Context: an optimization exercise on an open-source flow, tuned for small area and a short achievable clock period. The choices shown serve that exercise and are no tape-out recipe.
At most, simulation tests tie the RTL to the original design; equivalence was not proved.

Setup of run 1:
// iteration_count_palette_top
module iteration_count_palette_top #(
  parameter int COUNT_WIDTH = 16,
  parameter int FRAC_BITS   = 16
) (
  input  logic        clk,
  input  logic        rst,
  input  logic        start,
  output logic        busy,
  input  logic [15:0] iter_count,
  output logic        done,
  output logic [7:0]  red,
  output logic [7:0]  green,
  output logic [7:0]  blue,
  input  logic        psel,
  input  logic        penable,
  input  logic        pwrite,
  input  logic [2:0]  paddr,
  input  logic [31:0] pwdata,
  output logic [31:0] prdata,
  output logic        pready
);
==> flow/config.mk <==
export PLATFORM = sky130hd
export DESIGN_NAME = iteration_count_palette_top
export DESIGN_NICKNAME = iteration_count_palette_top
export VERILOG_FILES = /design/flow/design.v
export SDC_FILE = /design/flow/constraint.sdc
export NUM_CORES = 4
export LEC_CHECK = 0
export CAP_MARGIN = 20
export CORE_MARGIN = 2
export CORE_UTILIZATION = 40
export CTS_BUF_LIST = sky130_fd_sc_hd__clkbuf_8
export SETUP_SLACK_MARGIN = 5
export SLEW_MARGIN = 20
==> flow/constraint.sdc <==
create_clock -name core_clock -period 8.5 [get_ports {clk}]
set_input_delay 1.7000 -clock core_clock [delete_from_list [all_inputs] [get_ports {clk}]]
set_output_delay 1.7000 -clock core_clock [all_outputs]
set_load 0.01 [all_outputs]
run.sh (not shown) runs the stock make flow with config.mk's settings and CLKGATE_MAP_FILE= SYNTH_SCRIPT=/design/flow/synth_recipe.tcl, a recipe that flattens the netlist after the stock synthesis.
#### Input delta (run 2 over run 1)
- setting CTS_CLUSTER_SIZE to 16 for the first time
- setting CTS_CLUSTER_DIAMETER to 50 for the first time
Notes after the runs:
Run 2 vs. run 1: maximum frequency picked up an extra 0.84%, routed length per placed instance now larger, share of the clock period used by the worst path after layout went down.
Of run 1 and run 2, run 1 shows the higher via count, with run 2 below it.
The post-route clock skew in run 2 sits 0.012 ns below the value recorded for run 1.
The number of clock buffers inserted by TritonCTS number comes out higher for run 1 vs run 2.
In run 2, share of post-route cells with drive strength above 1 is lower than in run 1.
The final cell count reported for run 2 is smaller than that of run 1 by 1.6%.
On global-route usage, run 1 and run 2 are neck and neck.
Utilization after layout: run 2 vs run 1 down 0.91 points

* * *

iteration_count_palette_top, a different RTL version from the one above (not shown whole).
For scale: about 120 I/O pins, about 80000 sq um of cells after synthesis.
==> flow/design.v (excerpt) <==
module iteration_count_palette_top #(
  parameter int COUNT_WIDTH = 16,
  parameter int FRAC_BITS   = 16
) (
  input  logic        clk,
  input  logic        rst,
  input  logic        start,
  output logic        busy,
  input  logic [15:0] iter_count,
  output logic        done,
  output logic [7:0]  red,
  output logic [7:0]  green,
  output logic [7:0]  blue,
  input  logic        psel,
  input  logic        penable,
  input  logic        pwrite,
  input  logic [2:0]  paddr,
  input  logic [31:0] pwdata,
  output logic [31:0] prdata,
  output logic        pready
);
Settings: LEC_CHECK=0, CAP_MARGIN=20, CORE_MARGIN=2, CORE_UTILIZATION=40, CTS_BUF_LIST=sky130_fd_sc_hd__clkbuf_8, CTS_CLUSTER_DIAMETER=40, CTS_CLUSTER_SIZE=20, SETUP_SLACK_MARGIN=5, SLEW_MARGIN=20; clock period 8.5 ns.
The baseline ran to the end with no violations.
Then changed:
CTS_BUF_LIST = default   (was sky130_fd_sc_hd__clkbuf_8)
CTS_CLUSTER_DIAMETER = default   (was 40)
CTS_CLUSTER_SIZE = default   (was 20)
Clock-buffer cell count is lower by 19. Design area is higher slightly. Fmax is higher slightly. Non-clock buffer count is lower by 5. Hold slack got worse by 0.0066 ns. Synthesized cell count does not change.
Then changed:
CTS_BUF_LIST = sky130_fd_sc_hd__clkbuf_8   (was default)
CTS_CLUSTER_DIAMETER = 50   (was default)
CTS_CLUSTER_SIZE = 16   (was default)
Effect:
- critical path depth goes up by 7
- worst hold slack stays flat
- sequential share of layout area goes up by 1.0 points
- via count goes down by 0.40%
- synthesized area is unchanged
- global-route usage goes down by 0.13 points
- final cell count barely changes
- worst setup slack gains 0.064 ns
- synthesized cell count does not change
No run of this note included a check of the RTL's function; only the layout flow was run.

* * *

iteration_count_palette_top, a different RTL version from the one above (not shown whole).
Size in the first run: roughly 6700 cells after synthesis, ~1300 flip-flops, roughly 72000 µm² of cells after synthesis.
// iteration_count_palette_top
module iteration_count_palette_top #(
  parameter int COUNT_WIDTH = 16,
  parameter int FRAC_BITS   = 16
) (
  input  logic        clk,
  input  logic        rst,
  input  logic        start,
  output logic        busy,
  input  logic [15:0] iter_count,
  output logic        done,
  output logic [7:0]  red,
  output logic [7:0]  green,
  output logic [7:0]  blue,
  input  logic        psel,
  input  logic        penable,
  input  logic        pwrite,
  input  logic [2:0]  paddr,
  input  logic [31:0] pwdata,
  output logic [31:0] prdata,
  output logic        pready
);
  logic [15:0] max_iterations, max_next;
  logic [15:0] max_n;    
  logic [17:0] max3;     
  logic [2:0]  color_mode, mode_next;
  logic [15:0] rd_q;
  logic        wr_en;
  assign pready = 1'b1;
  assign wr_en  = psel && penable && pwrite;
  always_comb begin
    max_next  = max_iterations;
    mode_next = color_mode;
    if (rst) begin
      max_next  = 16'd100;
      mode_next = 3'd0;
    end else if (wr_en) begin
      if (paddr[2]) mode_next = pwdata[2:0];
      else          max_next  = pwdata[15:0];
    end
  end
  always_ff @(posedge clk) begin
    max_iterations <= max_next;
    max_n          <= ~max_next;
    max3           <= {2'd0, max_iterations} + {1'b0, max_iterations, 1'b0};
    color_mode     <= mode_next;
    rd_q           <= paddr[2] ? {13'd0, mode_next} : max_next;
  end
  assign prdata = {16'd0, rd_q};
  always_ff @(posedge clk) begin
    busy <= rst;
  end
  logic [15:0] cnt_q;
  logic [26:0] vld;
  always_ff @(posedge clk) begin
    cnt_q <= iter_count;
    vld[0] <= start && !busy && !rst;
    for (int k = 1; k < 27; k++) vld[k] <= vld[k-1] && !rst;
    done <= vld[26] && !rst;
  end
  wire n53 = max_iterations[0] | max_iterations[1];
  wire n54 = max_iterations[2] | n53;
  wire n55 = max_iterations[3] | n54;
  wire n56 = max_iterations[4] | n55;
  wire n57 = max_iterations[5] | n56;
  wire n58 = max_iterations[6] | n57;
  wire n59 = max_iterations[7] | n58;
  wire n60 = max_iterations[8] | n59;
  wire n61 = max_iterations[9] | n60;
  wire n62 = max_iterations[10] | n61;
  ...
clock: 8.5 ns
lec_check: 0
cap_margin: 20
core_margin: 2
core_utilization: 40
cts_buf_list: sky130_fd_sc_hd__clkbuf_8
cts_cluster_diameter: 100
cts_cluster_size: 16
setup_slack_margin: 5
slew_margin: 20
The starting point finished clean.
Then changed:
--- a/flow/config.mk
+++ b/flow/config.mk
@@ -12 +12 @@
-export CTS_CLUSTER_DIAMETER = 100
+export CTS_CLUSTER_DIAMETER = 70
Result: The changed run completed without violations. Register-to-register slack barely changes. Routed wire length grows by 0.60%. Clock-buffer cell count goes up by 20. Cell count increases by 0.68%. Area after synthesis stays the same. Via count rises by 0.40%. Clock skew hardly moves. Non-clock buffer count came out higher by 2. Synthesized cell count stays the same. Final area went up by 1.2%.

==> re-timing with driven ports <==
Ports are ideal in the flow. The routed layouts listed here were re-timed in OpenROAD.
Step 1, drivers: a clkbuf_16 drives clk and a buf_2 each remaining input, both assumed.
Step 2 moves the port delays by t, midway between the first and last clock arrival at a register: inputs arrive t later, outputs are due t later. That takes back most of the time a late clock gives input paths.
Three values: ideal ports, drivers, drivers and shift; two values: the first two.
| run | t (ns) | slack for setup (ns) | clock arrival spread, ns | worst data-port slew with drivers (ns) | pins driven straight from the clock port |
|---|---|---|---|---|---|
| run 1 | 1.010 | 5.096 / 5.076 / 4.773 | 0.087 / 0.087 | 0.08 | 1 |
| run 2 | 1.007 | 5.124 / 5.074 / 4.758 | 0.079 / 0.078 | 0.08 | 1 |
| the first run of note 2 | 1.051 | 5.059 / 5.059 / 4.337 | 0.075 / 0.075 | 0.12 | 1 |
| the second run of note 2 | 0.905 | 5.072 / 4.984 / 4.691 | 0.058 / 0.058 | 0.11 | 1 |
| the third run of note 2 | 1.029 | 5.136 / 5.132 / 4.306 | 0.082 / 0.082 | 0.11 | 1 |
| the first run of note 3 | 0.924 | 5.021 / 5.021 / 4.407 | 0.073 / 0.073 | 0.15 | 1 |
| the second run of note 3 | 0.936 | 5.033 / 5.033 / 4.484 | 0.071 / 0.071 | 0.16 | 1 |
After both steps setup and hold are still met in every run listed. The setup slack of the third run of note 2, which loses most, moves by -0.004 ns with the drivers and by -0.830 ns with both steps.
